Source: an optimization exercise on an open RTL-to-GDS flow (aim: small area). Production flows keep margins and buffers that such runs may drop.
The RTL was checked by simulation tests, not by an equivalence proof against the original design.
No activity file was given, so power comes from the tool's default toggle rates. The clock port is modelled as an ideal driver; clocking choices that lean on that would not hold on a real chip.

**flow/flow/run.sh**
```bash
#!/bin/bash
# ORFS layout with three changes from the standard one:
#  - synthesis is the standard synthesis script, except that Yosys's abc
#    pass maps the logic with the area-oriented ABC script flow/area.abc;
#  - ports are buffered with the smallest buffer;
#  - clock-tree synthesis uses large sink clusters and no dummy loads.
# Each step's full output goes to its own log file in this folder.
set -euo pipefail
here=$(pwd)
export BUFFER_PORTS_ARGS="-buffer_cell sky130_fd_sc_hd__buf_1"
export CTS_ARGS="-sink_clustering_enable -repair_clock_nets -dont_use_dummy_load -sink_clustering_size 35 -sink_clustering_max_diameter 60 -buf_list {sky130_fd_sc_hd__clkbuf_16}"
export AREA_ABC_SCRIPT="$here/flow/area.abc"
{
  echo 'proc abc {args} { set i [lsearch -exact $args -script]; if {$i >= 0} { lset args [expr {$i + 1}] $::env(AREA_ABC_SCRIPT) }; yosys abc {*}$args }'
  cat synth_recipe.tcl
} > area_synth.tcl
sed "s#SYNTH_SCRIPT=[^ ]*#SYNTH_SCRIPT=$here/area_synth.tcl#" standard.sh > area_standard.sh
bash area_standard.sh synth > synth.log 2>&1
bash standard.sh floorplan > floorplan.log 2>&1
bash standard.sh place > place.log 2>&1
bash standard.sh cts > cts.log 2>&1
bash standard.sh finish > finish.log 2>&1
```
**flow/flow/area.abc**
```
strash
fraig
dch -f
amap
topo
```
**flow/standard.sh**
```bash
#!/bin/bash
# synth_recipe.tcl (not shown) runs the flow's synth.tcl, then flattens the netlist and writes it again
# the make line also repeats each setting of config.mk as NAME=value (left out here)
make -C /OpenROAD-flow-scripts/flow DESIGN_CONFIG=/design/flow/config.mk WORK_HOME=/design/flow/orfs CLKGATE_MAP_FILE= SYNTH_SCRIPT=/design/flow/synth_recipe.tcl "${@:-finish}"
```
**flow/config.mk**
```make
export PLATFORM = sky130hd
export DESIGN_NAME = cpu_top
export DESIGN_NICKNAME = cpu_top
export VERILOG_FILES = /design/flow/design.v
export SDC_FILE = /design/flow/constraint.sdc
export NUM_CORES = 4
export LEC_CHECK = 0
export CAP_MARGIN = 20
export CORE_MARGIN = 2
export CORE_UTILIZATION = 55
export PLACE_DENSITY = 0.8
export SLEW_MARGIN = 20
```
**flow/constraint.sdc**
```tcl
create_clock -name core_clock -period 10.0 [get_ports {clk}]
set_input_delay 2.0000 -clock core_clock [delete_from_list [all_inputs] [get_ports {clk}]]
set_output_delay 2.0000 -clock core_clock [all_outputs]
set_load 0.01 [all_outputs]
```
**flow/design.v**
```verilog
module cpu_multicycle #(
  parameter int DW   = 32,
  parameter int NREG = 32,
  parameter int PCW  = 8
) (
  input  logic             clk,
  input  logic             clrn,
  output logic             imem_req,
  output logic [PCW-1:0]   imem_addr,
  input  logic             imem_valid,
  input  logic [31:0]      imem_inst,
  output logic [PCW-1:0]   pc,
  output logic [DW-1:0]    alu_out,
  output logic             zf_out,
  output logic             sf_out,
  output logic             cf_out,
  output logic             retire,
  output logic             halted
);
  localparam logic [2:0] S_FETCH = 3'd0;
  localparam logic [2:0] S_EXEC  = 3'd1;
  localparam logic [2:0] S_PASS  = 3'd2;
  localparam logic [2:0] S_SH1   = 3'd3;
  localparam logic [2:0] S_SH2   = 3'd4;
  localparam logic [2:0] S_RET   = 3'd5;
  localparam logic [2:0] S_HALT  = 3'd6;
  logic [2:0]  st;
  logic [4:0]  ph;
  logic        clr_q;
  logic        req_q;
  logic [7:0]  pc_q;
  logic [31:0] ir;
  logic [4:0]  q_ph;
  logic [4:0]  s_q;
  logic        inst_sh;
  logic [31:0] alu_q;
  logic        zf_q, sf_q, cf_q;
  logic        c_q, z_acc, mb_q;
  logic [30:0] dl;
  logic [30:0] tl;
  logic [5:0] op;
  logic is_add, is_sub, is_and, is_or, is_xor, is_shl, is_shr;
  logic is_addi, is_andi, is_ori, is_alu, is_sh, is_halt, is_imm, is_arith;
  assign op       = ir[31:26];
  assign is_add   = (op == 6'h00);
  assign is_sub   = (op == 6'h01);
  assign is_and   = (op == 6'h02);
  assign is_or    = (op == 6'h03);
  assign is_xor   = (op == 6'h04);
  assign is_shl   = (op == 6'h05);
  assign is_shr   = (op == 6'h06);
  assign is_addi  = (op == 6'h08);
  assign is_andi  = (op == 6'h09);
  assign is_ori   = (op == 6'h0A);
  assign is_halt  = (op == 6'h3F);
  assign is_imm   = is_addi | is_andi | is_ori;
  assign is_arith = is_add | is_sub | is_addi;
  assign is_alu   = is_arith | is_and | is_or | is_xor | is_andi | is_ori;
  assign is_sh    = is_shl | is_shr;
  logic [31:0] col0;
  logic [31:1] we;
  logic        wbit, wr_en;
  logic        ra_bit, rb_bit;
  logic [4:0]  rc_idx;
  assign rc_idx  = ir[25:21];
  assign col0[0] = 1'b0;
  logic [3:0] pre_lo;
  logic [7:0] pre_hi, wb_hi;
  always_comb begin
    for (int k = 0; k < 4; k++) pre_lo[k] = clr_q | (rc_idx[1:0] == 2'(k));
    for (int k = 0; k < 8; k++) pre_hi[k] = clr_q | (wr_en & (rc_idx[4:2] == 3'(k)));
    for (int k = 0; k < 8; k++) wb_hi[k]  = pre_hi[k] & wbit;
  end
  genvar g;
  for (g = 1; g < 32; g++) begin : g_rf
    logic [31:0] r;
    assign we[g] = pre_lo[g % 4] & pre_hi[g / 4];
    always_ff @(posedge clk) r <= {((r[0] & ~we[g]) | (pre_lo[g % 4] & wb_hi[g / 4])), r[31:1]};
    assign col0[g] = r[0];
  end
  assign ra_bit = col0[ir[20:16]] & ~clr_q;
  assign rb_bit = col0[ir[15:11]] & ~clr_q;
  logic first, alu_go, alu_run;
  logic imm_bit, b, bx, cin, sum, cout, alu_res;
  assign first   = (st == S_EXEC);
  assign alu_go  = first & is_alu & (ph == 5'd0);
  assign alu_run = alu_go | (st == S_PASS);
  assign imm_bit = ph[4] ? (is_addi & ir[15]) : ir[ph[3:0]];
  assign b       = is_imm ? imm_bit : rb_bit;
  assign bx      = b ^ is_sub;
  assign cin     = first ? is_sub : c_q;
  assign sum     = ra_bit ^ bx ^ cin;
  assign cout    = (ra_bit & bx) | (cin & (ra_bit ^ bx));
  always_comb begin
    if (is_and | is_andi)     alu_res = ra_bit & b;
    else if (is_or | is_ori)  alu_res = ra_bit | b;
    else if (is_xor)          alu_res = ra_bit ^ b;
    else                      alu_res = sum;
  end
  logic [4:0]  s_eff, d_a, d_b;
  logic [31:0] taps;
  logic        nz, tap_a, tap_b, lt_a, mask_b, sh_a, sh_b, last;
  for (g = 0; g < 5; g++) begin : g_s
    assign s_eff[g] = (ph == 5'(g)) ? rb_bit : s_q[g];
  end
  assign nz    = |s_eff;
  assign d_a   = is_shl ? s_eff : (5'd0 - s_eff);
  assign d_b   = q_ph + d_a;
  assign taps  = {dl, ra_bit};
  assign tap_a = taps[d_a];
  assign tap_b = taps[d_b];
  assign lt_a  = (ph < d_a);
  assign mask_b = (mb_q & nz) ^ ((ph == d_b) & nz);
  assign sh_a  = tap_a & ~(is_shl ? lt_a : (nz & ~lt_a));
  assign sh_b  = tap_b & ~mask_b;
  assign last  = ((ph + 5'd1) == q_ph);
  logic res_a, res_b, sh_run;
  assign sh_run = (st == S_SH2);
  assign res_a  = is_sh ? sh_a : alu_res;
  assign res_b  = is_sh ? sh_b : alu_res;
  assign wr_en  = alu_run | sh_run;
  assign wbit   = res_a & ~clr_q;
  logic c_next, zcur, cf_val, commit;
  assign c_next = alu_run ? cout : ((sh_run & (ph == 5'd0)) ? (tap_a & nz) : c_q);
  assign zcur   = (first ? 1'b1 : z_acc) & ~res_b;
  assign cf_val = is_arith ? (cout ^ is_sub) : (is_shl & c_next);
  assign commit = ((st == S_PASS) & (ph == 5'd31)) | (sh_run & last);
  logic fetch_done, taken;
  logic [7:0] npc;
  assign fetch_done = (st == S_FETCH) & req_q & imem_valid;
  always_comb begin
    case (op)
      6'h10:   taken = 1'b1;
      6'h11:   taken = zf_q;
      6'h12:   taken = sf_q;
      6'h13:   taken = cf_q;
      default: taken = 1'b0;
    endcase
  end
  assign npc = taken ? ir[25:18] : (pc_q + 8'd1);
  always_ff @(posedge clk or negedge clrn) begin
    if (!clrn) begin
      st    <= S_FETCH;
      ph    <= 5'd0;
      clr_q <= 1'b1;
      req_q <= 1'b1;
      pc_q  <= 8'd0;
      alu_q <= 32'd0;
      zf_q  <= 1'b0;
      sf_q  <= 1'b0;
      cf_q  <= 1'b0;
    end else begin
      ph <= ph + 5'd1;
      if (ph == 5'd31) clr_q <= 1'b0;
      case (st)
        S_FETCH: if (fetch_done) begin
          req_q <= 1'b0;
          st    <= S_EXEC;
        end
        S_EXEC: begin
          if (is_halt)       st <= S_HALT;
          else if (is_sh)    st <= S_SH1;
          else if (is_alu)   begin if (ph == 5'd0) st <= S_PASS; end
          else               st <= S_RET;
        end
        S_PASS: if (ph == 5'd31) st <= S_RET;
        S_SH1:  if (last) st <= S_SH2;
        S_SH2:  if (last) st <= S_RET;
        S_RET: begin
          pc_q  <= npc;
          req_q <= 1'b1;
          st    <= S_FETCH;
        end
        default: st <= S_HALT;
      endcase
      if (commit) begin
        alu_q <= {res_b, tl};
        zf_q  <= zcur;
        sf_q  <= res_b;
        cf_q  <= cf_val;
      end
    end
  end
  assign inst_sh = (imem_inst[31:26] == 6'h05) | (imem_inst[31:26] == 6'h06);
  assign q_ph    = ir[4:0];
  assign s_q     = ir[9:5];
  always_ff @(posedge clk) begin
    if (fetch_done) begin
      ir[31:10] <= imem_inst[31:10];
      ir[4:0]   <= inst_sh ? ph : imem_inst[4:0];
    end
    for (int k = 0; k < 5; k++)
      if (fetch_done) ir[5+k] <= imem_inst[5+k];
      else if (is_sh & (ph == 5'(k))) ir[5+k] <= rb_bit;
    c_q   <= c_next;
    z_acc <= (st == S_SH1) ? 1'b1 : zcur;
    mb_q  <= (st == S_SH1) ? is_shl : mask_b;
    dl    <= {dl[29:0], ra_bit};
    tl    <= {res_b, tl[30:1]};
  end
  assign imem_req  = req_q & clrn;
  assign imem_addr = pc_q;
  assign pc        = pc_q;
  assign alu_out   = alu_q;
  assign zf_out    = zf_q;
  assign sf_out    = sf_q;
  assign cf_out    = cf_q;
  assign retire    = (st == S_RET);
  assign halted    = (st == S_HALT);
endmodule
module cpu_top (
  input  logic        clk,
  input  logic        clrn,
  output logic        imem_req,
  output logic [7:0]  imem_addr,
  input  logic        imem_valid,
  input  logic [31:0] imem_inst,
  output logic [7:0]  pc,
  output logic [31:0] alu_out,
  output logic        zf_out,
  output logic        sf_out,
  output logic        cf_out,
  output logic        retire,
  output logic        halted
);
  cpu_multicycle #(.DW(32), .NREG(32), .PCW(8)) u_core (
    .clk       (clk),
    .clrn      (clrn),
    .imem_req  (imem_req),
    .imem_addr (imem_addr),
    .imem_valid(imem_valid),
    .imem_inst (imem_inst),
    .pc        (pc),
    .alu_out   (alu_out),
    .zf_out    (zf_out),
    .sf_out    (sf_out),
    .cf_out    (cf_out),
    .retire    (retire),
    .halted    (halted)
  );
endmodule
```
==> reports/metrics.csv, run 1 <==
metric,value,unit
final_nets,1928,
cp_top_family,compound AO/OA/AOI/OAI gates,
ir_drop,0.212,mV
layout_common_cells,"dfxtp_1, o21ai_0, clkinv_1",
yosys-top-cells-area,"dfxtp_1, dfrtp_1, edfxtp_1, o21ai_0, o22a_1",
finalHoldViolations,0,
seq_area,23400,µm²
cts_made_buffers,44,
crit_buf_inv,6,
insertion_delay,0.62,ns
port_buffers,88,
status,finished clean,
synth_top_area_share,78.5,%
htree_levels,2,
setup_viol,0,
root_buffer,clkbuf_16,
worst_slack,2.45,ns
clockBufferDepth,3,
worst_slew_pin_slew,1.12,ns
die_x,225,µm
relSlewSlack,25.2,%
grt_pass1_wl,67500,µm
grt_max_degree,53,
fmax,0.132,GHz
cts_tree,done,
n_antenna_cell,0,
crit_path_frequent_cell,clkinv_1,
drt-pass1-iter-count,5,
total_power,7.82,mW
arrival,7.98,ns
cellLeakagePower,11.2,nW
r2r_setup_slack,2.45,ns
stdcell_count,2493,
post_cts_buffers,0,
wl_per_cell,17.6,µm
fin_crit_sh,75.5,%
die_area,50800,µm²
place_ws,2.72,ns
vias,12500,
synth_fp_nets,1796,
synth_area_per_cell,15.5,µm²
drc_errors,0,
fillCellCount,3613,
layout_min_cycle_time,7.55,ns
grt_antenna_before_repair,0,
yosys_warnings,1,
hold_slack,0.292,ns
synthFlopType,dfxtp_1,
fin_setup_tns,0,ns
post_dp_cell_area,28100,µm²
multi_input_area,3130,µm²
maxSlewViolCount,0,
via_per_inst,5.01,
cp-start-kind,register,
wl,43900,µm
criticalPathCategory,reg2reg,
rows,81,
dr_wl_met3,1830,µm
utilization,60.0,%
top_layer_used,met4,
syn-cell-area,27000,µm²
synth-seq-cells,1141,
crit_required,10.43,ns
fin_area,29200,µm²
slowest_delay,0.86,ns
crit_fanout,18,
syn_inst,1741,
initialDrtViolationCount,816,
grt_pass1_vias,12200,
power_density,268,nW/µm²
postCtsHoldBufs,0,
final_common_cell,dfxtp_1,
cts_sinks,1141,
maxCapViolations,0,
gp_congestion,0.859,
grt_overflow_total,0,
dp_cells,2449,
wl_met1,21100,µm
syn_to_final_growth,8.20,%
die_h,225,µm
hpwl,28100,µm
cp-end-kind,register,
clkTransAtPathRegs,0.11,ns
synthDistinctLibCells,36,
synth_edf_count,32,
synth_area_leader_cell,dfxtp_1,
layout-drive-gt1-share,3.10,%
top_level_ports,89,
final_antenna_net_count,0,
ys_seq_area_share,86.9,%
hold_class,reg2reg,
fin_skew,0.0751,ns
slowest_stage,o22ai_1,
core,48600,µm²
ys_async_sr_fraction,4.56,%
post_cts_resized,0,
wl_met2,19900,µm
rsz0062_at_grt,false,
initial_core_util,55.4,%
grt_util_all_layers,17.2,%
## Yosys cell counts, types with 3 or more instances
library cell	n
a22oi_1	42
a21oi_1	34
dfrtp_1	50
or3_1	14
nand3_1	3
nor4_1	4
a221oi_1	10
nor3_1	20
o32a_1	4
o221ai_1	15
nand4_1	6
dfxtp_1	1057
o221a_1	3
edfxtp_1	32
clkinv_1	97
ha_1	18
nand2_1	29
o22a_1	50
buf_4	9
nor2_1	60
o21ai_0	103
o32ai_1	6
o22ai_1	54
## metal layers
layer | GRT usage (%) | up-vias
met4 | 5.87 | 0
met5 | 0 | -
li1 | - | 6117
met3 | 2.61 | 69
met1 | 24.6 | 6028
met2 | 27.1 | 281
## final timing paths
kind                                      start                   end  cells after the start
max                               u_core.ir[11]           u_core.zf_q                     28
min                        u_core.g_rf[28].r[4]  u_core.g_rf[28].r[3]                      0
max reg2reg                       u_core.ir[11]           u_core.zf_q                     28
min reg2reg                u_core.g_rf[28].r[4]  u_core.g_rf[28].r[3]                      0
max in group asynchronous                  clrn       u_core.alu_q[7]                      2
min in group asynchronous                  clrn        u_core.pc_q[6]                      2
## state kept, by name (all words and copies together) (netlist names), 3 cells and up
| signal | count |
|---|---|
| u_core.dl | 31 |
| u_core.st | 3 |
| u_core.ir | 32 |
| u_core.ph | 5 |
| u_core.g_rf.r | 992 |
| u_core.alu_q | 31 |
| u_core.pc_q | 8 |
| u_core.tl | 31 |
## power breakdown
group          leakage, nW  switching [mW]  total (mW)  internal (mW)
clock network        0.542            1.23        2.03          0.796
logic                 1.17           0.428       0.685          0.257
registers             9.49           0.191        5.11           4.92
total                 11.2            1.85        7.82           5.97
## area by class of cell
type                            count  share of cell area, %
Inverter                           97                   1.25
Sequential cell                  1141                   80.3
Timing Repair Buffer               95                   1.32
Multi-Input combinational cell    494                   10.7
Clock buffer                       44                   3.77
Tap cell                          622                   2.67
## kinds of logic after synthesis
logic type	synth area share, %
flip-flops	86.9
buffers and inverters	1.60
AND/OR/NAND/NOR	2.38
adder cells (fa/ha/maj)	0.984
AO/OA/AOI/OAI	8.17
==> inputs of run 2 (changes only) <==
--- a/flow/flow/run.sh
+++ b/flow/flow/run.sh
@@ -9,5 +9,5 @@
 here=$(pwd)
 export BUFFER_PORTS_ARGS="-buffer_cell sky130_fd_sc_hd__buf_1"
-export CTS_ARGS="-sink_clustering_enable -repair_clock_nets -dont_use_dummy_load -sink_clustering_size 35 -sink_clustering_max_diameter 60 -buf_list {sky130_fd_sc_hd__clkbuf_16}"
+export CTS_ARGS="-sink_clustering_enable -repair_clock_nets -dont_use_dummy_load -sink_clustering_size 33 -sink_clustering_max_diameter 100 -buf_list {sky130_fd_sc_hd__clkbuf_16}"
 export AREA_ABC_SCRIPT="$here/flow/area.abc"
 {
==> reports/metrics.csv, run 2 <==
metric,value,unit
synth-seq-cells,1141,
r2r_start,u_core.ir[11],
ff2ff_path_depth,28,
initial_core_util,55.4,%
r2r_setup_slack,2.50,ns
synthFlopType,dfxtp_1,
core,48600,µm²
htree_levels,2,
clkTransAtPathRegs,0.12,ns
fin_setup_tns,0,ns
worst_slew_pin_slew,1.08,ns
synth_fp_nets,1796,
grt_overflow_total,0,
synthDistinctLibCells,36,
maxCapViolations,0,
vias,12500,
layout_min_cycle_time,7.50,ns
fin_crit_sh,75.0,%
largest-register,u_core.g_rf.r,
synth_area_per_cell,15.5,µm²
timing.rr.end,u_core.zf_q,
grt_pass1_vias,12300,
fmax,0.133,GHz
final_antenna_net_count,0,
synth_edf_count,32,
drc_errors,0,
hold_class,reg2reg,
largest_reg_flops,992,
die_h,225,µm
maxSlewViolCount,0,
n_antenna_cell,0,
drt-pass1-iter-count,5,
rows,81,
post_cts_buffers,0,
wl_per_cell,17.6,µm
hpwl,28100,µm
port_buffers,88,
hold_slack,0.317,ns
postCtsHoldBufs,0,
cp-start-kind,register,
synthTopCellsByCount,"dfxtp_1, o21ai_0, clkinv_1, nor2_1, o22ai_1",
gp_congestion,0.859,
syn_to_final_growth,7.83,%
ys_async_sr_fraction,4.56,%
cp-startpoint,u_core.ir[11],
grt_pass1_wl,67700,µm
synth_top_area_share,78.5,%
cellLeakagePower,11.1,nW
yosys.cell_count.top_type,dfxtp_1,
cp-end-kind,register,
final_common_cell,dfxtp_1,
clockBufferDepth,3,
layout_common_cells,"dfxtp_1, o21ai_0, clkinv_1",
reg_top3,"u_core.g_rf.r x992, u_core.ir x32",
rsz0062_at_grt,false,
syn-cell-area,27000,µm²
grt_util_all_layers,17.3,%
slowest_delay,0.83,ns
crit_required,10.43,ns
power_density,266,nW/µm²
criticalPathCategory,reg2reg,
arrival,7.93,ns
layout-drive-gt1-share,2.89,%
root_buffer,clkbuf_16,
crit_path_frequent_cell,clkinv_1,
yosys_warnings,1,
fin_skew,0.0650,ns
ir_drop,0.236,mV
finalHoldViolations,0,
top_level_ports,89,
final_nets,1924,
syn_inst,1741,
cts_tree,done,
die_area,50800,µm²
yosys-top-cells-area,"dfxtp_1, dfrtp_1, edfxtp_1, o21ai_0, o22a_1",
initialDrtViolationCount,865,
die_x,225,µm
cts_made_buffers,40,
grt_antenna_before_repair,0,
setup_viol,0,
wl,43900,µm
grt_max_degree,53,
slowest_stage,o22ai_1,
insertion_delay,0.61,ns
post_cts_resized,0,
ys_seq_area_share,86.9,%
synth_area_leader_cell,dfxtp_1,
cts_sinks,1141,
crit_fanout,18,
cp-endpoint,u_core.zf_q,
via_per_inst,5.01,
relSlewSlack,27.7,%
status,finished clean,
## run 2: where the power goes
| part | total, mW | switching, mW | internal, mW |
|---|---|---|---|
| clock | 1.94 | 1.21 | 0.729 |
| combinational | 0.685 | 0.427 | 0.257 |
| sequential | 5.11 | 0.190 | 4.92 |
| total | 7.73 | 1.83 | 5.90 |
## run 2: worst min-delay path by stage
stage                                     start                     to  slack [ns]  depth (start not counted)
after floorplan            u_core.g_rf[10].r[1]   u_core.g_rf[10].r[0]        0.31                          0
after global placement    u_core.g_rf[21].r[30]  u_core.g_rf[21].r[29]        0.31                          0
after detailed placement  u_core.g_rf[19].r[26]  u_core.g_rf[19].r[25]        0.31                          0
after CTS                  u_core.g_rf[12].r[6]   u_core.g_rf[12].r[5]        0.31                          0
after global routing       u_core.g_rf[12].r[6]   u_core.g_rf[12].r[5]        0.31                          0
final                      u_core.g_rf[12].r[6]   u_core.g_rf[12].r[5]        0.32                          0
## run 2: critical path, delay by kind of cell, from the launching register on
family	cells	cell delay (ns)
simple gates	5	0.39
fa+ha+maj	2	0.72
buf+inv	6	1.91
flops	1	0.68
compound gates	15	3.58
## run 2: final cells by class
class | count | area [µm²]
repair buffers | 95 | 384
flip-flops and latches | 1141 | 23400
well taps | 622 | 778
inverters | 97 | 364
fillers | 3612 | 19600
clock buffers | 40 | 1000
multi-input cells | 494 | 3130
## run 2: per-layer routing
layer / vias up / routed length [µm] / global-route usage, %
met5: - / 0 / 0
met4: 0 / 1160 / 5.83
met3: 66 / 1810 / 2.50
met2: 312 / 19800 / 27.2
met1: 5988 / 21100 / 24.8
li1: 6108 / - / -
## run 2: stage by stage
stage	utilization, %	total power [mW]	setup slack (ns)	instances	instance area (µm²)
CTS	59.8	7.79	2.63	2489	29100
global placement	57.7	5.86	2.93	2448	28100
finish	59.8	7.73	2.50	2489	29100
floorplan	-	5.61	3.55	1741	27000
global route	59.8	8.04	1.65	2489	29100
detailed placement	57.7	5.89	2.72	2449	28100
## run 2: cell families after synthesis
kind of cell,after synthesis,synth area share (%)
fa+ha+maj,20,0.984
flops,1141,86.9
simple gates,143,2.38
compound gates,331,8.17
buf+inv,106,1.60
==> inputs of run 3 (changes only) <==
--- a/flow/design.v
+++ b/flow/design.v
@@ -30,5 +30,5 @@
   logic        req_q;
   logic [7:0]  pc_q;
-  logic [31:0] ir;
+  logic [29:0] ir;
   logic [4:0]  q_ph;
   logic [4:0]  s_q;
@@ -42,16 +42,16 @@
   logic is_add, is_sub, is_and, is_or, is_xor, is_shl, is_shr;
   logic is_addi, is_andi, is_ori, is_alu, is_sh, is_halt, is_imm, is_arith;
-  assign op       = ir[31:26];
-  assign is_add   = (op == 6'h00);
-  assign is_sub   = (op == 6'h01);
-  assign is_and   = (op == 6'h02);
-  assign is_or    = (op == 6'h03);
-  assign is_xor   = (op == 6'h04);
-  assign is_shl   = (op == 6'h05);
-  assign is_shr   = (op == 6'h06);
-  assign is_addi  = (op == 6'h08);
-  assign is_andi  = (op == 6'h09);
-  assign is_ori   = (op == 6'h0A);
-  assign is_halt  = (op == 6'h3F);
+  assign op       = {2'b00, ir[29:26]};
+  assign is_add   = (op[3:0] == 4'h0);
+  assign is_sub   = (op[3:0] == 4'h1);
+  assign is_and   = (op[3:0] == 4'h2);
+  assign is_or    = (op[3:0] == 4'h3);
+  assign is_xor   = (op[3:0] == 4'h4);
+  assign is_shl   = (op[3:0] == 4'h5);
+  assign is_shr   = (op[3:0] == 4'h6);
+  assign is_addi  = (op[3:0] == 4'h8);
+  assign is_andi  = (op[3:0] == 4'h9);
+  assign is_ori   = (op[3:0] == 4'hA);
+  assign is_halt  = (op[3:0] == 4'hB);
   assign is_imm   = is_addi | is_andi | is_ori;
   assign is_arith = is_add | is_sub | is_addi;
@@ -130,9 +130,9 @@
   assign fetch_done = (st == S_FETCH) & req_q & imem_valid;
   always_comb begin
-    case (op)
-      6'h10:   taken = 1'b1;
-      6'h11:   taken = zf_q;
-      6'h12:   taken = sf_q;
-      6'h13:   taken = cf_q;
+    case (op[3:0])
+      4'hC:    taken = 1'b1;
+      4'hD:    taken = zf_q;
+      4'hE:    taken = sf_q;
+      4'hF:    taken = cf_q;
       default: taken = 1'b0;
     endcase
@@ -182,4 +182,10 @@
     end
   end
+  function automatic logic [3:0] cls_of(input logic [5:0] o);
+    if (o[5:4] == 2'b00 && o[3:0] != 4'h7 && o[3:0] <= 4'hA) cls_of = o[3:0];
+    else if (o[5:2] == 4'b0100) cls_of = {2'b11, o[1:0]};
+    else if (o == 6'h3F) cls_of = 4'hB;
+    else cls_of = 4'h7;
+  endfunction
   assign inst_sh = (imem_inst[31:26] == 6'h05) | (imem_inst[31:26] == 6'h06);
   assign q_ph    = ir[4:0];
@@ -187,5 +193,6 @@
   always_ff @(posedge clk) begin
     if (fetch_done) begin
-      ir[31:10] <= imem_inst[31:10];
+      ir[29:26] <= cls_of(imem_inst[31:26]);
+      ir[25:10] <= imem_inst[25:10];
       ir[4:0]   <= inst_sh ? ph : imem_inst[4:0];
     end
==> reports/metrics.csv, run 3 <==
metric,value,unit
status,finished clean,
setup_viol,0,
synth_edf_count,30,
synth_xor_area_share,0,%
synth_top_family_by_area,compound AO/OA/AOI/OAI gates,
initialDrtViolationCount,907,
cts_tree,done,
syn-cell-area,26900,µm²
clkTransAtPathRegs,0.12,ns
largest-register,u_core.g_rf.r,
largest_reg_flops,992,
synthAdderAreaFrac,0.985,%
insertion_delay,0.60,ns
top_level_ports,89,
hold_class,reg2reg,
crit_fanout,18,
htree_levels,2,
vias,12500,
final_nets,1923,
p_sw,1.85,mW
maxCapViolations,0,
layout-drive-gt1-share,2.79,%
criticalPathCategory,reg2reg,
synthDistinctLibCells,41,
power_density,266,nW/µm²
yosys.cell_count.top_type,dfxtp_1,
layout_common_cells,"dfxtp_1, o21ai_0, clkinv_1",
crit_required,10.51,ns
grt_pass1_wl,68300,µm
fin_area,29000,µm²
via_per_inst,5.01,
post_cts_resized,0,
wl,44600,µm
grt_util_all_layers,17.5,%
root_buffer,clkbuf_16,
comb_power_share,9.0,%
grt_overflow_total,0,
gp_congestion,0.878,
yosys-top-cells-area,"dfxtp_1, dfrtp_1, edfxtp_1, o21ai_0, o22a_1",
die_area,50800,µm²
grt_pass1_vias,12200,
clockPowerShare,25.1,%
switching_share,23.9,%
arrival,7.57,ns
initial_core_util,55.4,%
port_buffers,88,
synthMuxAreaShare,0,%
rsz0062_at_grt,false,
synth_area_per_cell,15.5,µm²
grt_max_degree,54,
synthTopCellsByCount,"dfxtp_1, o21ai_0, clkinv_1, nor2_1, o22ai_1",
intPower,5.88,mW
grt_antenna_before_repair,2,
synthFlopType,dfxtp_1,
die_x,225,µm
syn_to_final_growth,7.76,%
post_dp_cell_area,28000,µm²
maxSlewViolCount,0,
cp-start-kind,register,
fmax,0.142,GHz
synth_compound_area_share,8.36,%
cts_sinks,1139,
clockBufferDepth,3,
n_antenna_cell,0,
ys_seq_area_share,86.8,%
fin_crit_sh,70.6,%
drc_errors,0,
synth_area_leader_cell,dfxtp_1,
postCtsHoldBufs,0,
yosys_warnings,1,
drt-pass1-iter-count,5,
die_h,225,µm
fin_setup_tns,0,ns
cp-end-kind,register,
cellLeakagePower,11.1,nW
syn_inst,1743,
pwr-share-seq,66.0,%
finalHoldViolations,0,
core,48600,µm²
relSlewSlack,23.6,%
worst_slew_pin_slew,1.13,ns
synth_fp_nets,1798,
rows,81,
layout_min_cycle_time,7.06,ns
synth-seq-cells,1139,
final_antenna_net_count,0,
synth_top_area_share,78.6,%
yosys.area_share.simple,2.31,%
final_common_cell,dfxtp_1,
ys_async_sr_fraction,4.57,%
fillCellCount,3552,
hpwl,28200,µm
post_cts_buffers,0,
fin_skew,0.0527,ns
cts_made_buffers,40,
ir_drop,0.196,mV
wl_per_cell,17.9,µm
run 3: cell families (layout without fill, tap and decap cells):
logic type | after synthesis | after routing
AOI/OAI and AO/OA | 336 | 336
buffers and inverters | 105 | 228
adders and majority gates | 20 | 20
and+or+nand+nor | 143 | 143
DFF | 1139 | 1139
run 3: final cells by class:
class,count,area (µm²),area share [%]
sequential,1139,23400,80.5
timing repair buffer,92,362,1.25
inverter,96,360,1.24
tap,622,778,2.68
clock buffer,40,1000,3.45
multi-input combinational,499,3160,10.9
run 3: worst paths after layout:
| kind | startpoint | endpoint | slack (ns) | cells past startpoint |
|---|---|---|---|---|
| worst min-delay path | u_core.g_rf[14].r[24] | u_core.g_rf[14].r[23] | 0.31 | 0 |
| min in group asynchronous | clrn | u_core.alu_q[11] | 1.53 | 2 |
| worst max-delay path | u_core.ir[11] | u_core.g_rf[7].r[31] | 2.94 | 22 |
| worst min register to register | u_core.g_rf[14].r[24] | u_core.g_rf[14].r[23] | 0.31 | 0 |
| max in group asynchronous | clrn | u_core.ph[3] | 7.96 | 2 |
| worst max register to register | u_core.ir[11] | u_core.g_rf[7].r[31] | 2.94 | 22 |
run 3: per-stage QoR:
step | worst slack [ns] | power (mW) | cells | hold slack, ns | util [%]
after CTS | 2.96 | 7.78 | 2488 | 0.312 | 59.6
after global placement | 3.26 | 5.84 | 2448 | 0.310 | 57.6
after floorplan | 3.53 | 5.59 | 1743 | 0.310 | -
after global routing | 2.20 | 8.04 | 2488 | 0.313 | 59.7
final | 2.94 | 7.73 | 2488 | 0.311 | 59.7
after detailed placement | 3.01 | 5.87 | 2448 | 0.312 | 57.6
run 3: metal layers:
layer	up-vias	GRT usage, %	routed length [µm]
met3	93	2.87	1910
li1	6111	-	-
met1	5973	24.9	21000
met2	288	27.2	20100
met5	-	0	13
met4	2	7.07	1550
run 3: power groups by stage:
stage	combinational [mW]	clock (mW)	sequential [mW]
after floorplan	0.442	0	5.15
after global placement	0.670	0	5.17
after detailed placement	0.685	0	5.19
after CTS	0.693	1.99	5.10
after global routing	0.769	2.14	5.13
final	0.694	1.94	5.10
run 3: worst max-delay path, stage by stage, from the launching register on:
cell and delay [ns]:
edfxtp_1 0.74, clkinv_1 0.53, o221a_1 0.39, a311oi_1 0.26, o32ai_1 0.13, o221ai_1 0.39, o22ai_1 0.13, buf_4 0.22
clkinv_1 0.31, ha_1 0.23, nor2_1 0.06, a21oi_1 0.43, clkinv_1 0.28, ha_1 0.36, a21oi_1 0.13, nor2_1 0.05
a2111oi_0 0.63, nor2_1 0.08, a221o_1 0.34, a21oi_1 0.12, o21ai_0 0.41, or3_1 0.53, o21ai_0 0.21
==> inputs of run 4 (changes only) <==
--- a/flow/design.v
+++ b/flow/design.v
@@ -28,12 +28,12 @@
   logic [4:0]  ph;
   logic        clr_q;
-  logic        req_q;
   logic [7:0]  pc_q;
   logic [29:0] ir;
+  logic [3:0]  f_cls;
   logic [4:0]  q_ph;
   logic [4:0]  s_q;
   logic        inst_sh;
   logic [31:0] alu_q;
-  logic        zf_q, sf_q, cf_q;
+  logic        zf_q, cf_q;
   logic        c_q, z_acc, mb_q;
   logic [30:0] dl;
@@ -84,5 +84,5 @@
   logic imm_bit, b, bx, cin, sum, cout, alu_res;
   assign first   = (st == S_EXEC);
-  assign alu_go  = first & is_alu & (ph == 5'd0);
+  assign alu_go  = first & (ph == 5'd0);    
   assign alu_run = alu_go | (st == S_PASS);
   assign imm_bit = ph[4] ? (is_addi & ir[15]) : ir[ph[3:0]];
@@ -128,10 +128,10 @@
   logic fetch_done, taken;
   logic [7:0] npc;
-  assign fetch_done = (st == S_FETCH) & req_q & imem_valid;
+  assign fetch_done = (st == S_FETCH) & imem_valid;
   always_comb begin
     case (op[3:0])
       4'hC:    taken = 1'b1;
       4'hD:    taken = zf_q;
-      4'hE:    taken = sf_q;
+      4'hE:    taken = alu_q[31];
       4'hF:    taken = cf_q;
       default: taken = 1'b0;
@@ -144,9 +144,7 @@
       ph    <= 5'd0;
       clr_q <= 1'b1;
-      req_q <= 1'b1;
       pc_q  <= 8'd0;
       alu_q <= 32'd0;
       zf_q  <= 1'b0;
-      sf_q  <= 1'b0;
       cf_q  <= 1'b0;
     end else begin
@@ -155,13 +153,10 @@
       case (st)
         S_FETCH: if (fetch_done) begin
-          req_q <= 1'b0;
-          st    <= S_EXEC;
+          if (f_cls == 4'hB)                        st <= S_HALT;
+          else if (f_cls == 4'h5 || f_cls == 4'h6)  st <= S_SH1;
+          else if (f_cls == 4'h7 || f_cls[3:2] == 2'b11) st <= S_RET;
+          else                                      st <= S_EXEC;
         end
-        S_EXEC: begin
-          if (is_halt)       st <= S_HALT;
-          else if (is_sh)    st <= S_SH1;
-          else if (is_alu)   begin if (ph == 5'd0) st <= S_PASS; end
-          else               st <= S_RET;
-        end
+        S_EXEC: if (ph == 5'd0) st <= S_PASS;
         S_PASS: if (ph == 5'd31) st <= S_RET;
         S_SH1:  if (last) st <= S_SH2;
@@ -169,5 +164,4 @@
         S_RET: begin
           pc_q  <= npc;
-          req_q <= 1'b1;
           st    <= S_FETCH;
         end
@@ -177,5 +171,4 @@
         alu_q <= {res_b, tl};
         zf_q  <= zcur;
-        sf_q  <= res_b;
         cf_q  <= cf_val;
       end
@@ -188,4 +181,5 @@
     else cls_of = 4'h7;
   endfunction
+  assign f_cls   = cls_of(imem_inst[31:26]);
   assign inst_sh = (imem_inst[31:26] == 6'h05) | (imem_inst[31:26] == 6'h06);
   assign q_ph    = ir[4:0];
@@ -193,5 +187,5 @@
   always_ff @(posedge clk) begin
     if (fetch_done) begin
-      ir[29:26] <= cls_of(imem_inst[31:26]);
+      ir[29:26] <= f_cls;
       ir[25:10] <= imem_inst[25:10];
       ir[4:0]   <= inst_sh ? ph : imem_inst[4:0];
@@ -206,10 +200,10 @@
     tl    <= {res_b, tl[30:1]};
   end
-  assign imem_req  = req_q & clrn;
+  assign imem_req  = (st == S_FETCH) & clrn;
   assign imem_addr = pc_q;
   assign pc        = pc_q;
   assign alu_out   = alu_q;
   assign zf_out    = zf_q;
-  assign sf_out    = sf_q;
+  assign sf_out    = alu_q[31];
   assign cf_out    = cf_q;
   assign retire    = (st == S_RET);
--- a/flow/flow/run.sh
+++ b/flow/flow/run.sh
@@ -9,5 +9,5 @@
 here=$(pwd)
 export BUFFER_PORTS_ARGS="-buffer_cell sky130_fd_sc_hd__buf_1"
-export CTS_ARGS="-sink_clustering_enable -repair_clock_nets -dont_use_dummy_load -sink_clustering_size 33 -sink_clustering_max_diameter 100 -buf_list {sky130_fd_sc_hd__clkbuf_16}"
+export CTS_ARGS="-sink_clustering_enable -repair_clock_nets -dont_use_dummy_load -sink_clustering_size 30 -sink_clustering_max_diameter 100 -buf_list {sky130_fd_sc_hd__clkbuf_16}"
 export AREA_ABC_SCRIPT="$here/flow/area.abc"
 {
==> reports/metrics.csv, run 4 <==
metric,value,unit
status,finished clean,
power_density,226,nW/µm²
insertion_delay,0.61,ns
core,47900,µm²
setup_viol,0,
multi_input_area,3130,µm²
synthFlopType,dfxtp_1,
hold_class,reg2reg,
layout_min_cycle_time,7.36,ns
synth-seq-cells,1138,
fin_crit_sh,73.6,%
crit_fanout,18,
utilization,60.5,%
dp_cells,2430,
synth_fp_nets,1786,
gp_congestion,0.902,
initialDrtViolationCount,873,
ir_drop,0.211,mV
cp-start-kind,register,
syn_to_final_growth,8.18,%
ys_seq_area_share,87.0,%
syn_inst,1731,
htree_levels,2,
worst_slack,2.64,ns
grt_overflow_total,0,
syn-cell-area,26800,µm²
synth_top_area_share,78.9,%
layout-drive-gt1-share,3.01,%
yosys_warnings,1,
clockBufferDepth,3,
largest-register,u_core.g_rf.r,
fin_setup_tns,0,ns
stdcell_count,2474,
top_level_ports,89,
synth_area_per_cell,15.5,µm²
final_common_cell,dfxtp_1,
largest_reg_flops,992,
initial_core_util,56.0,%
rsz0062_at_grt,false,
cellLeakagePower,11.2,nW
cp-end-kind,register,
synth_area_leader_cell,dfxtp_1,
grt_util_all_layers,18.1,%
wl,45400,µm
fin_skew,0.0612,ns
die_x,225,µm
clkTransAtPathRegs,0.11,ns
final_antenna_net_count,0,
fillCellCount,3400,
synth_edf_count,30,
grt_pass1_wl,69900,µm
criticalPathCategory,reg2reg,
arrival,7.85,ns
maxCapViolations,0,
cts_tree,done,
vias,12400,
grt_max_degree,53,
drc_errors,0,
ys_async_sr_fraction,4.48,%
synthDistinctLibCells,40,
cts_sinks,1138,
post_cts_resized,0,
layout_common_cells,"dfxtp_1, o21ai_0, buf_1",
n_antenna_cell,0,
grt_antenna_before_repair,1,
synthTopCellsByCount,"dfxtp_1, o21ai_0, clkinv_1, nor2_1, o22ai_1",
worst_slew_pin_slew,1.13,ns
fmax,0.136,GHz
die_area,50600,µm²
seq_area,23300,µm²
crit_required,10.48,ns
cts_made_buffers,43,
postCtsHoldBufs,0,
grt_pass1_vias,12300,
yosys-top-cells-area,"dfxtp_1, dfrtp_1, edfxtp_1, o21ai_0, o22a_1",
finalHoldViolations,0,
maxSlewViolCount,0,
rows,80,
via_per_inst,5.02,
final_nets,1916,
hpwl,29100,µm
relSlewSlack,24.9,%
place_ws,2.77,ns
yosys.cell_count.top_type,dfxtp_1,
reg_top3,"u_core.g_rf.r x992, u_core.alu_q x32",
die_h,225,µm
wl_per_cell,18.3,µm
post_cts_buffers,0,
port_buffers,88,
drt-pass1-iter-count,6,
root_buffer,clkbuf_16,
## run 4: cell count changes in the layout (fill, tap and decap cells not counted), sizes merged, moves of 3 or more
cell / delta
a21oi: +14
clkinv: -11
a22oi: -7
o22a: -7
clkbuf: +4
a221oi: +3
nor2: -3
nor4: +3
## run 4: final timing paths
check,from,to,slack (ns),cells after the start
worst max register to register,u_core.ir[11],u_core.zf_q,2.64,25
worst max-delay path,u_core.ir[11],u_core.zf_q,2.64,25
min in group asynchronous,clrn,u_core.st[0],1.53,2
max in group asynchronous,clrn,u_core.pc_q[5],7.98,2
worst min-delay path,u_core.g_rf[25].r[27],u_core.g_rf[25].r[26],0.30,0
worst min register to register,u_core.g_rf[25].r[27],u_core.g_rf[25].r[26],0.30,0
## run 4: routing by layer
metal / vias up / share of wire, % / routed length (µm) / track usage (%)
met4: 0 / 2.8 / 1290 / 6.32
met1: 5978 / 47 / 21500 / 25.7
met5: - / 0 / 0 / 0
met2: 284 / 46 / 20900 / 28.8
li1: 6082 / - / - / -
met3: 75 / 3.7 / 1660 / 2.48
## run 4: logic make-up after synthesis
logic type / after synthesis / share of synthesized area [%]
buffers and inverters: 93 / 1.43
flip-flops: 1138 / 87.0
adder cells (fa/ha/maj): 20 / 0.989
AND/OR/NAND/NOR: 144 / 2.37
AO/OA/AOI/OAI: 336 / 8.23
## run 4: area by class of cell
class                           count  area share, %
Inverter                           84           1.09
Sequential cell                  1138           80.4
Tap cell                          615           2.65
Clock buffer                       43           3.71
Multi-Input combinational cell    500           10.8
Timing Repair Buffer               94           1.36
## run 4: worst max-delay path, stage by stage (launching register included)
cell      delay (ns)
edfxtp_1        0.74
clkinv_1        0.51
o221a_1         0.40
a311oi_1        0.27
o32ai_1         0.15
o221ai_1        0.34
clkinv_1        0.23
o22ai_1         0.21
buf_4           0.25
ha_1            0.26
o22ai_1         0.83
clkinv_1        0.56
ha_1            0.44
a21oi_1         0.06
nor2_1          0.09
nor2_1          0.05
o21ai_0         0.40
o22ai_1         0.12
nor3_1          0.20
o221ai_1        0.14
a21oi_1         0.16
o21ai_0         0.11
o221a_1         0.14
o22ai_1         0.21
o21ai_0         0.17
o21ai_0         0.17
## run 4: stage by stage
step / area (µm²) / power [mW] / hold WS, ns
CTS: 29000 / 6.61 / 0.308
finish: 29000 / 6.56 / 0.304
global placement: 27900 / 4.67 / 0.310
floorplan: 26800 / 4.66 / 0.310
global route: 29000 / 6.75 / 0.319
detailed placement: 27900 / 4.67 / 0.312
## run 4: report_power, final
part	internal, mW	leakage [nW]	switching (mW)
Clock	0.779	0.530	1.21
Sequential	4.55	9.49	0
Combinational	0.00506	1.18	0.0119
==> inputs of run 5 (changes only) <==
--- a/flow/flow/run.sh
+++ b/flow/flow/run.sh
@@ -9,5 +9,5 @@
 here=$(pwd)
 export BUFFER_PORTS_ARGS="-buffer_cell sky130_fd_sc_hd__buf_1"
-export CTS_ARGS="-sink_clustering_enable -repair_clock_nets -dont_use_dummy_load -sink_clustering_size 30 -sink_clustering_max_diameter 100 -buf_list {sky130_fd_sc_hd__clkbuf_16}"
+export CTS_ARGS="-sink_clustering_enable -repair_clock_nets -dont_use_dummy_load -sink_clustering_size 31 -sink_clustering_max_diameter 100 -buf_list {sky130_fd_sc_hd__clkbuf_16}"
 export AREA_ABC_SCRIPT="$here/flow/area.abc"
 {
==> reports/metrics.csv, run 5 <==
metric,value,unit
worst_slew_pin_slew,1.13,ns
ir_drop,0.219,mV
cts_tree,done,
synth_top_area_share,78.9,%
power_density,226,nW/µm²
yosys_warnings,1,
die_h,225,µm
syn_to_final_growth,8.07,%
p_sw,1.23,mW
hold_slack,0.287,ns
die_area,50600,µm²
die_x,225,µm
maxCapViolations,0,
clkTransAtPathRegs,0.11,ns
maxSlewViolCount,0,
criticalPathCategory,reg2reg,
fillCellCount,3400,
fin_area,29000,µm²
slowest_delay,0.83,ns
cellLeakagePower,11.2,nW
pwr-share-seq,69.5,%
wl_per_cell,18.3,µm
post_dp_cell_area,27900,µm²
synth_xor_area_share,0,%
grt_pass1_wl,69900,µm
yosys-top-cells-area,"dfxtp_1, dfrtp_1, edfxtp_1, o21ai_0, o22a_1",
slowest_stage,o22ai_1,
wl,45400,µm
grt_antenna_before_repair,1,
synth_fp_nets,1786,
synthTopCellsByCount,"dfxtp_1, o21ai_0, clkinv_1, nor2_1, o22ai_1",
crit_fanout,18,
layout_common_cells,"dfxtp_1, o21ai_0, buf_1",
gp_congestion,0.902,
cts_made_buffers,42,
crit_required,10.49,ns
comb_power_share,0.3,%
synth-seq-cells,1138,
stdcell_count,2473,
cp-start-kind,register,
rows,80,
grt_pass1_vias,12200,
syn-cell-area,26800,µm²
largest-register,u_core.g_rf.r,
fin_crit_sh,73.5,%
grt_overflow_total,0,
clockBufferDepth,3,
reg_top3,"u_core.g_rf.r x992, u_core.alu_q x32",
top_level_ports,89,
synth_area_leader_cell,dfxtp_1,
hold_class,reg2reg,
synth_edf_count,30,
drc_errors,0,
dp_cells,2430,
final_antenna_net_count,0,
port_buffers,88,
grt_max_degree,53,
relSlewSlack,24.7,%
core,47900,µm²
initialDrtViolationCount,842,
insertion_delay,0.62,ns
synth_compound_area_share,8.23,%
clockPowerShare,30.3,%
layout-drive-gt1-share,2.91,%
intPower,5.32,mW
hpwl,29100,µm
vias,12500,
synthDistinctLibCells,40,
drt-pass1-iter-count,5,
fin_skew,0.0693,ns
largest_reg_flops,992,
arrival,7.84,ns
switching_share,18.8,%
utilization,60.5,%
grt_util_all_layers,18.1,%
htree_levels,2,
fmax,0.136,GHz
final_nets,1915,
fin_setup_tns,0,ns
finalHoldViolations,0,
setup_viol,0,
n_antenna_cell,0,
cts_sinks,1138,
yosys.cell_count.top_type,dfxtp_1,
ys_async_sr_fraction,4.48,%
post_cts_buffers,0,
cp-end-kind,register,
post_cts_resized,0,
final_common_cell,dfxtp_1,
root_buffer,clkbuf_16,
postCtsHoldBufs,0,
layout_min_cycle_time,7.35,ns
rsz0062_at_grt,false,
via_per_inst,5.04,
ys_seq_area_share,87.0,%
yosys.area_share.simple,2.37,%
synth_area_per_cell,15.5,µm²
synthAdderAreaFrac,0.989,%
synth_top_family_by_area,compound AO/OA/AOI/OAI gates,
initial_core_util,56.0,%
synthMuxAreaShare,0,%
status,finished clean,
syn_inst,1731,
synthFlopType,dfxtp_1,
==> run 5: cell count changes in the layout (fill, tap and decap cells not counted), sizes merged <==
cell / delta
clkbuf: -1
==> run 5: logic make-up (layout without fill, tap and decap cells) <==
family | after synthesis | after routing
AOI/OAI and AO/OA | 336 | 336
adders and majority gates | 20 | 20
buffers and inverters | 93 | 220
DFF | 1138 | 1138
and+or+nand+nor | 144 | 144
==> run 5: area by class of cell <==
cell class,instances,area [µm²],share of cell area (%)
Inverter,84,315,1.09
Tap cell,615,769,2.65
Multi-Input combinational cell,500,3130,10.8
Sequential cell,1138,23300,80.5
Clock buffer,42,1050,3.62
Timing Repair Buffer,94,394,1.36
==> run 5: worst max-delay path: cells and delay by family (launching register included) <==
kind / cells / cell delay, ns
AO/OA/AOI/OAI: 16 / 3.89
buffers and inverters: 4 / 1.54
flip-flops: 1 / 0.73
adder cells (fa/ha/maj): 2 / 0.70
AND/OR/NAND/NOR: 3 / 0.34
==> run 5: routing by layer <==
layer  share of wire (%)  track usage (%)
met1                  48             26.0
met2                  46             28.4
met3                 3.9             2.55
met4                 2.8             6.11
met5                   0                0
==> run 5: power by group through the flow <==
stage / combinational, mW / sequential (mW) / clock [mW]
6_report: 0.0170 / 4.55 / 1.98
5_1_grt: 0.0190 / 4.55 / 2.17
4_1_cts: 0.0172 / 4.55 / 2.02
3_5_place_dp: 0.0171 / 4.65 / 0
3_3_place_gp: 0.0160 / 4.65 / 0
2_1_floorplan: 0.00379 / 4.65 / 0
==> run 5: final timing paths <==
path / startpoint / end / slack, ns / cells after the start
worst max-delay path: u_core.ir[11] / u_core.zf_q / 2.65 / 25
worst min register to register: u_core.g_rf[29].r[29] / u_core.g_rf[29].r[28] / 0.29 / 0
max in group asynchronous: clrn / u_core.pc_q[5] / 7.98 / 2
worst min-delay path: u_core.g_rf[29].r[29] / u_core.g_rf[29].r[28] / 0.29 / 0
worst max register to register: u_core.ir[11] / u_core.zf_q / 2.65 / 25
min in group asynchronous: clrn / u_core.ph[1] / 1.54 / 2
==> run 5: per-stage QoR <==
step / total power, mW / setup WS [ns]
final: 6.55 / 2.65
after floorplan: 4.66 / 3.72
after global placement: 4.67 / 3.23
after detailed placement: 4.67 / 2.77
after global routing: 6.74 / 1.79
after CTS: 6.59 / 2.69
==> inputs of run 6 (changes only) <==
--- a/flow/flow/run.sh
+++ b/flow/flow/run.sh
@@ -9,5 +9,5 @@
 here=$(pwd)
 export BUFFER_PORTS_ARGS="-buffer_cell sky130_fd_sc_hd__buf_1"
-export CTS_ARGS="-sink_clustering_enable -repair_clock_nets -dont_use_dummy_load -sink_clustering_size 31 -sink_clustering_max_diameter 100 -buf_list {sky130_fd_sc_hd__clkbuf_16}"
+export CTS_ARGS="-sink_clustering_enable -repair_clock_nets -dont_use_dummy_load -sink_clustering_size 32 -sink_clustering_max_diameter 100 -buf_list {sky130_fd_sc_hd__clkbuf_16}"
 export AREA_ABC_SCRIPT="$here/flow/area.abc"
 {
--- a/flow/config.mk
+++ b/flow/config.mk
@@ -8,5 +8,5 @@
 export CAP_MARGIN = 20
 export CORE_MARGIN = 2
-export CORE_UTILIZATION = 55
-export PLACE_DENSITY = 0.8
+export CORE_UTILIZATION = 65
+export PLACE_DENSITY = 0.9
 export SLEW_MARGIN = 20
==> reports/metrics.csv, run 6 <==
metric,value,unit
pwr-share-seq,69.6,%
crit_fanout,18,
hpwl,31400,µm
synth-seq-cells,1138,
drc_errors,0,
clockPowerShare,30.1,%
fin_area,28900,µm²
initial_core_util,65.7,%
grt_max_degree,53,
status,finished clean,
post_cts_buffers,0,
htree_levels,2,
fmax,0.144,GHz
relSlewSlack,29.7,%
synth_compound_area_share,8.23,%
synthTopCellsByCount,"dfxtp_1, o21ai_0, clkinv_1, nor2_1, o22ai_1",
cp_top_family,compound AO/OA/AOI/OAI gates,
insertion_delay,0.61,ns
slowest_stage,edfxtp_1,
synthAdderAreaFrac,0.989,%
postCtsHoldBufs,0,
finalHoldViolations,0,
syn_inst,1731,
post_dp_cell_area,27800,µm²
hold_class,reg2reg,
synthFlopType,dfxtp_1,
synth_xor_area_share,0,%
setup_viol,0,
gp_congestion,0.920,
top_level_ports,89,
core,40800,µm²
maxSlewViolCount,0,
slowest_delay,0.71,ns
synthMuxAreaShare,0,%
arrival,7.48,ns
largest-register,u_core.g_rf.r,
crit_required,10.52,ns
synthDistinctLibCells,40,
yosys.area_share.simple,2.37,%
cp-end-kind,register,
switching_share,18.9,%
fin_skew,0.0451,ns
clkTransAtPathRegs,0.11,ns
yosys.cell_count.top_type,dfxtp_1,
dp_cells,2346,
crit_chain,"clkinv_1, o22a_1, a221oi_1, o32ai_1, o221ai_1, clkinv_1, o22ai_1, buf_4, clkinv_1, o31ai_1, nor2_1, a21oi_1, ha_1, nand2_1, nor2_1, a2111oi_0, nor2_1, a221o_1, a21oi_1, o21ai_1, or3_1, o21ai_0",
cp-start-kind,register,
rows,74,
fin_crit_sh,69.6,%
synth_top_area_share,78.9,%
grt_antenna_before_repair,3,
ys_seq_area_share,87.0,%
post_cts_resized,0,
syn_to_final_growth,7.64,%
wl,48200,µm
wl_per_cell,20.2,µm
root_buffer,clkbuf_16,
vias,12700,
initialDrtViolationCount,1048,
total_power,6.54,mW
grt_util_all_layers,22.4,%
reg_top3,"u_core.g_rf.r x992, u_core.alu_q x32",
final_nets,1913,
grt_overflow_total,0,
intPower,5.30,mW
ir_drop,0.219,mV
worst_slew_pin_slew,1.05,ns
yosys-top-cells-area,"dfxtp_1, dfrtp_1, edfxtp_1, o21ai_0, o22a_1",
criticalPathCategory,reg2reg,
layout_min_cycle_time,6.96,ns
synth_top_family_by_area,compound AO/OA/AOI/OAI gates,
stdcell_count,2390,
final_common_cell,dfxtp_1,
crit_buf_inv,4,
cellLeakagePower,11.2,nW
largest_reg_flops,992,
power_density,226,nW/µm²
layout_common_cells,"dfxtp_1, o21ai_0, buf_1",
via_per_inst,5.32,
port_buffers,88,
cts_sinks,1138,
clockBufferDepth,3,
maxCapViolations,0,
synth_area_leader_cell,dfxtp_1,
grt_pass1_vias,12800,
ys_async_sr_fraction,4.48,%
cts_made_buffers,41,
cts_tree,done,
fin_setup_tns,0,ns
drt-pass1-iter-count,8,
synth_area_per_cell,15.5,µm²
final_antenna_net_count,0,
die_h,207,µm
synth_edf_count,30,
rsz0062_at_grt,false,
grt_pass1_wl,73600,µm
comb_power_share,0.3,%
die_area,42900,µm²
hold_slack,0.305,ns
yosys_warnings,1,
layout-drive-gt1-share,2.96,%
syn-cell-area,26800,µm²
die_x,207,µm
synth_fp_nets,1786,
p_sw,1.24,mW
==> run 6: cell counts after synthesis <==
No cell type changed its count.
==> run 6: final timing paths <==
path	start	end	slack [ns]	cells past startpoint
max	u_core.ir[11]	u_core.g_rf[8].r[31]	3.04	22
min	u_core.g_rf[27].r[16]	u_core.g_rf[27].r[15]	0.30	0
max reg2reg	u_core.ir[11]	u_core.g_rf[8].r[31]	3.04	22
min reg2reg	u_core.g_rf[27].r[16]	u_core.g_rf[27].r[15]	0.30	0
max in group asynchronous	clrn	u_core.pc_q[7]	7.98	2
min in group asynchronous	clrn	u_core.st[0]	1.53	2
==> run 6: stage by stage <==
step           setup WS (ns)  util, %
2_1_floorplan           3.72        -
3_3_place_gp            3.24     68.1
3_5_place_dp            2.79     68.1
4_1_cts                 2.70     70.6
5_1_grt                 2.34     70.7
6_report                3.04     70.7
==> run 6: power groups by stage <==
| stage | Combinational (mW) | Clock [mW] | Sequential, mW |
|---|---|---|---|
| floorplan | 0.00379 | 0 | 4.65 |
| global placement | 0.0161 | 0 | 4.65 |
| detailed placement | 0.0168 | 0 | 4.65 |
| CTS | 0.0170 | 2.00 | 4.55 |
| global route | 0.0186 | 2.13 | 4.55 |
| finish | 0.0169 | 1.97 | 4.55 |
==> run 6: cells by family after synthesis <==
group | count (synthesis)
flops | 1138
buf+inv | 93
simple gates | 144
fa+ha+maj | 20
compound gates | 336
==> run 6: area by class of cell <==
cell class                      instances  area, µm²
Tap cell                              532        666
Multi-Input combinational cell        500       3140
Fill cell                            2465      12000
Antenna cell                            2       5.00
Sequential cell                      1138      23300
Inverter                               84        315
Timing Repair Buffer                   93        389
Clock buffer                           41       1030
==> run 6: worst reg2reg max path, cell delays in order, from the launching register on <==
cell and delay, ns:
edfxtp_1 0.71, clkinv_1 0.50, o22a_1 0.35, a221oi_1 0.30, o32ai_1 0.15, o221ai_1 0.35
clkinv_1 0.22, o22ai_1 0.21, buf_4 0.25, clkinv_1 0.47, o31ai_1 0.45, nor2_1 0.07
a21oi_1 0.31, ha_1 0.29, nand2_1 0.08, nor2_1 0.05, a2111oi_0 0.54, nor2_1 0.09
a221o_1 0.34, a21oi_1 0.13, o21ai_1 0.32, or3_1 0.51, o21ai_0 0.25
==> run 6: routing by layer <==
metal | vias up | track usage, % | wire [µm]
met4 | 0 | 7.00 | 1470
met1 | 6079 | 29.7 | 20800
met3 | 124 | 4.44 | 2570
met5 | - | 0 | 0
met2 | 438 | 37.6 | 23400
li1 | 6077 | - | -
==> inputs of run 7 (changes only) <==
--- a/flow/config.mk
+++ b/flow/config.mk
@@ -8,5 +8,5 @@
 export CAP_MARGIN = 20
 export CORE_MARGIN = 2
-export CORE_UTILIZATION = 65
-export PLACE_DENSITY = 0.9
+export CORE_UTILIZATION = 45
+export PLACE_DENSITY = 0.7
 export SLEW_MARGIN = 20
==> reports/metrics.csv, run 7 <==
metric,value,unit
status,finished clean,
finalHoldViolations,0,
cts_made_buffers,41,
maxCapViolations,0,
grt_overflow_total,0,
r2r_start,u_core.ir[11],
maxSlewViolCount,0,
ir_drop,0.225,mV
fin_skew,0.0693,ns
criticalPathCategory,reg2reg,
htree_levels,2,
stdcell_count,2633,
power_density,223,nW/µm²
gp_congestion,0.864,
met1_usage,19.7,%
crit_required,10.49,ns
yosys_warnings,1,
rows,89,
vias,12400,
syn-cell-area,26800,µm²
setup_viol,0,
post_cts_resized,0,
insertion_delay,0.61,ns
min_to,u_core.g_rf[23].r[3],
wl,43100,µm
rsz0062_at_grt,false,
whs_path_depth,0,
syn_to_final_growth,8.81,%
grtUsageMet3,2.26,%
holdCritStartpoint,u_core.g_rf[23].r[4],
grtUsageMet2,21.2,%
layout_min_cycle_time,7.00,ns
fin_setup_tns,0,ns
yosys.cell_count.top_type,dfxtp_1,
drt-pass1-iter-count,5,
die_h,248,µm
grt_pass1_vias,12000,
clockBufferDepth,3,
timing.rr.end,u_core.zf_q,
top_level_ports,89,
final_common_cell,dfxtp_1,
core,59000,µm²
grt-busiest-layer,met2,
r2r_setup_slack,3.00,ns
largest-register,u_core.g_rf.r,
cp-start-kind,register,
post_cts_buffers,0,
synth_edf_count,30,
synthDistinctLibCells,40,
syn_inst,1731,
total_power,6.51,mW
via_per_inst,4.70,
root_buffer,clkbuf_16,
ys_async_sr_fraction,4.48,%
ff2ff_path_depth,25,
relSlewSlack,32.9,%
synth_fp_nets,1786,
grt_max_degree,53,
synth_area_per_cell,15.5,µm²
postCtsHoldBufs,0,
worst_slew_pin_slew,1.01,ns
fillCellCount,4931,
synthTopCellsByCount,"dfxtp_1, o21ai_0, clkinv_1, nor2_1, o22ai_1",
layout_common_cells,"dfxtp_1, o21ai_0, buf_1",
crit_fanout,18,
cp-startpoint,u_core.ir[11],
grt_pass1_wl,66000,µm
cellLeakagePower,11.2,nW
hold_class,reg2reg,
initial_core_util,45.5,%
grt_util_all_layers,13.8,%
ys_seq_area_share,87.0,%
dp_cells,2590,
synth_top_area_share,78.9,%
clkTransAtPathRegs,0.11,ns
cts_sinks,1138,
layout-drive-gt1-share,3.01,%
hpwl,28100,µm
cts_tree,done,
arrival,7.48,ns
die_x,248,µm
synth_area_leader_cell,dfxtp_1,
port_buffers,88,
synthFlopType,dfxtp_1,
wl_per_cell,16.4,µm
largest_reg_flops,992,
grt_antenna_before_repair,0,
yosys-top-cells-area,"dfxtp_1, dfrtp_1, edfxtp_1, o21ai_0, o22a_1",
fin_crit_sh,70.0,%
drc_errors,0,
initialDrtViolationCount,742,
cp-end-kind,register,
die_area,61600,µm²
final_nets,1916,
fmax,0.143,GHz
synth-seq-cells,1138,
reg_top3,"u_core.g_rf.r x992, u_core.alu_q x32",
final_antenna_net_count,0,
## run 7: layout make-up
| type | instances | area [µm²] | share of cell area, % |
|---|---|---|---|
| Sequential cell | 1138 | 23300 | 79.9 |
| Inverter | 84 | 315 | 1.08 |
| Timing Repair Buffer | 96 | 412 | 1.41 |
| Antenna cell | 1 | 2.50 | 0.00857 |
| Tap cell | 773 | 967 | 3.31 |
| Multi-Input combinational cell | 500 | 3130 | 10.7 |
| Clock buffer | 41 | 1030 | 3.51 |
## run 7: cells by family (layout without fill, tap and decap cells)
kind of cell    after synthesis  in the layout  synth area share, %
flops                      1138           1138                 87.0
compound gates              336            336                 8.23
simple gates                144            144                 2.37
buf+inv                      93            221                 1.43
fa+ha+maj                    20             20                0.989
other cells                   0              1                    0
## run 7: worst max path at each step
stage / cells after the start / end
global placement: 26 / u_core.zf_q
CTS: 25 / u_core.zf_q
detailed placement: 25 / u_core.zf_q
floorplan: 25 / u_core.zf_q
global route: 27 / u_core.zf_q
finish: 25 / u_core.zf_q
## run 7: critical path, cell delays in order, from the launching register on
cell and delay, ns:
edfxtp_1 0.74, clkinv_1 0.55, o22a_1 0.35, a221oi_1 0.28
o32ai_1 0.14, o221ai_1 0.34, clkinv_1 0.22, o22ai_1 0.21
buf_4 0.26, clkinv_1 0.47, o31ai_1 0.44, nor2_1 0.07
a21oi_1 0.32, clkinv_1 0.20, ha_1 0.32, clkinv_1 0.08
o21ai_0 0.43, o22ai_1 0.12, nor3_1 0.20, o221ai_1 0.15
a21oi_1 0.16, o21ai_0 0.12, o221a_1 0.14, o22ai_1 0.22
o21ai_0 0.17, o21ai_0 0.16
## run 7: report_power, final
part           internal (mW)  switching [mW]  leakage [nW]
sequential              4.55               0          9.49
combinational        0.00508          0.0127          1.20
clock                  0.745            1.20         0.505
total                   5.30            1.21          11.2
## run 7: stage by stage
step	util [%]	worst slack (ns)	cell area (µm²)	hold WS [ns]
5_1_grt	49.5	2.04	29200	0.321
6_report	49.5	3.00	29200	0.310
3_3_place_gp	47.6	3.06	28100	0.310
3_5_place_dp	47.7	2.54	28100	0.312
4_1_cts	49.4	2.50	29200	0.318
2_1_floorplan	-	3.72	26800	0.310
## run 7: layer usage
layer  vias to the layer above  share of wire, %
met5                         -                 0
met4                         0               3.2
met3                        83               3.6
met2                       269                43
met1                      5942                50
li1                       6075                 -
==> inputs of run 8 (changes only) <==
--- a/flow/config.mk
+++ b/flow/config.mk
@@ -8,5 +8,5 @@
 export CAP_MARGIN = 20
 export CORE_MARGIN = 2
-export CORE_UTILIZATION = 45
-export PLACE_DENSITY = 0.7
+export CORE_UTILIZATION = 55
+export PLACE_DENSITY = 0.8
 export SLEW_MARGIN = 20
==> reports/metrics.csv, run 8 <==
metric,value,unit
status,finished clean,
total_power,6.52,mW
cp-end-kind,register,
port_buffers,88,
cellLeakagePower,11.2,nW
insertion_delay,0.62,ns
final_nets,1914,
ys_seq_area_share,87.0,%
pwr-share-seq,69.8,%
setup_viol,0,
relSlewSlack,26.8,%
clockPowerShare,30.0,%
place_ws,2.77,ns
maxCapViolations,0,
initial_core_util,56.0,%
comb_power_share,0.3,%
drt-pass1-iter-count,5,
synthTopCellsByCount,"dfxtp_1, o21ai_0, clkinv_1, nor2_1, o22ai_1",
post_cts_buffers,0,
arrival,7.76,ns
switching_share,18.7,%
layout-drive-gt1-share,2.91,%
worst_slack,2.74,ns
layout_min_cycle_time,7.26,ns
synth_top_area_share,78.9,%
worst_slew_pin_slew,1.10,ns
die_area,50600,µm²
wl,45500,µm
wl_per_cell,18.4,µm
cts_tree,done,
power_density,225,nW/µm²
crit_fanout,18,
grt_util_all_layers,18.2,%
post_dp_cell_area,27900,µm²
fin_skew,0.0635,ns
cp-start-kind,register,
hold_class,reg2reg,
final_common_cell,dfxtp_1,
drc_errors,0,
largest-register,u_core.g_rf.r,
criticalPathCategory,reg2reg,
fin_area,29000,µm²
die_x,225,µm
ir_drop,0.198,mV
n_antenna_cell,0,
grt_antenna_before_repair,1,
finalHoldViolations,0,
p_sw,1.22,mW
core,47900,µm²
reg_top3,"u_core.g_rf.r x992, u_core.alu_q x32",
vias,12400,
grt_pass1_wl,70100,µm
synth-seq-cells,1138,
yosys_warnings,1,
die_h,225,µm
layout_common_cells,"dfxtp_1, o21ai_0, buf_1",
root_buffer,clkbuf_16,
rows,80,
clkTransAtPathRegs,0.11,ns
maxSlewViolCount,0,
yosys-top-cells-area,"dfxtp_1, dfrtp_1, edfxtp_1, o21ai_0, o22a_1",
yosys.cell_count.top_type,dfxtp_1,
slowest_delay,0.80,ns
cts_made_buffers,41,
intPower,5.30,mW
synth_area_leader_cell,dfxtp_1,
ys_async_sr_fraction,4.48,%
syn_to_final_growth,7.99,%
postCtsHoldBufs,0,
post_cts_resized,0,
grt_max_degree,53,
fillCellCount,3402,
fmax,0.138,GHz
fin_setup_tns,0,ns
initialDrtViolationCount,855,
top_level_ports,89,
hold_slack,0.282,ns
gp_congestion,0.902,
syn_inst,1731,
stdcell_count,2472,
syn-cell-area,26800,µm²
via_per_inst,5.02,
final_antenna_net_count,0,
fin_crit_sh,72.6,%
htree_levels,2,
clockBufferDepth,3,
grt_overflow_total,0,
utilization,60.4,%
grt_pass1_vias,12300,
synth_fp_nets,1786,
largest_reg_flops,992,
synthFlopType,dfxtp_1,
rsz0062_at_grt,false,
hpwl,29100,µm
synthDistinctLibCells,40,
crit_required,10.50,ns
synth_edf_count,30,
dp_cells,2430,
slowest_stage,o22ai_1,
cts_sinks,1138,
synth_area_per_cell,15.5,µm²
-- run 8: changes by cell type in the layout (fill, tap and decap cells not counted) --
cell / before / now
a21oi_1: 38 / 37
o22ai_2: 1 / 0
buf_4: 7 / 5
clkbuf_16: 41 / 42
o22ai_1: 55 / 56
buf_16: 1 / 0
a21oi_2: 2 / 3
diode_2: 1 / 0
-- run 8: final timing paths --
path / cells after the start / startpoint / endpoint / slack (ns)
min: 0 / u_core.g_rf[25].r[27] / u_core.g_rf[25].r[26] / 0.28
min in group asynchronous: 2 / clrn / u_core.ph[1] / 1.54
max: 25 / u_core.ir[11] / u_core.zf_q / 2.74
max in group asynchronous: 2 / clrn / u_core.pc_q[4] / 7.98
max reg2reg: 25 / u_core.ir[11] / u_core.zf_q / 2.74
min reg2reg: 0 / u_core.g_rf[25].r[27] / u_core.g_rf[25].r[26] / 0.28
-- run 8: final cells by class --
type / instances / area, µm² / share of cell area [%]
clock buffers: 41 / 1030 / 3.54
inverters: 84 / 315 / 1.09
multi-input cells: 500 / 3130 / 10.8
flip-flops and latches: 1138 / 23300 / 80.5
well taps: 615 / 769 / 2.66
repair buffers: 94 / 394 / 1.36
-- run 8: cells by family after synthesis --
logic type	Yosys count	share of synthesized area, %
buffers and inverters	93	1.43
flip-flops	1138	87.0
AO/OA/AOI/OAI	336	8.23
AND/OR/NAND/NOR	144	2.37
adder cells (fa/ha/maj)	20	0.989
-- run 8: worst max-delay path, delay by kind of cell (launching register included) --
kind	cells	cell delay, ns
buffers and inverters	4	1.52
AND/OR/NAND/NOR	3	0.34
flip-flops	1	0.73
adder cells (fa/ha/maj)	2	0.70
AO/OA/AOI/OAI	16	3.84
-- run 8: power by group through the flow --
stage / clock [mW] / sequential [mW] / combinational, mW
floorplan: 0 / 4.65 / 0.00379
global placement: 0 / 4.65 / 0.0160
detailed placement: 0 / 4.65 / 0.0171
CTS: 2.00 / 4.55 / 0.0174
global route: 2.14 / 4.55 / 0.0192
finish: 1.96 / 4.55 / 0.0170
-- run 8: routing by layer --
layer	part of all wire, %	wire length [µm]	GRT usage, %
met1	47	21400	25.6
met3	4.2	1920	2.80
met2	46	20800	28.9
met5	0	0	0
met4	3.1	1400	6.32

-- static timing again, ports no longer ideal --
No port has a modelled driver above. Below, the same layouts with a new extraction and two added sets of constraints.
Step 1, drivers: a clkbuf_16 drives clk and a buf_2 each remaining input, both assumed.
Step 2 times the ports against the registers' clock, not the clock port: input delays grow and output delays shrink by t, the midpoint of the rising clock arrivals with the driver on.
Three values: no drivers, after step 1, after step 2; two values: the first two.
run | t (ns) | setup slack, ns
run 1 | 0.641 | 2.451 / 2.451 / 2.451
run 2 | 0.642 | 2.499 / 2.499 / 2.499
run 3 | 0.633 | 2.938 / 2.938 / 2.938
run 4 | 0.637 | 2.639 / 2.639 / 2.639
run 5 | 0.647 | 2.650 / 2.650 / 2.650
run 6 | 0.648 | 3.043 / 3.043 / 3.043
run 7 | 0.639 | 3.002 / 3.002 / 3.002
run 8 | 0.645 | 2.740 / 2.740 / 2.740
After both steps every run listed still meets setup and hold.
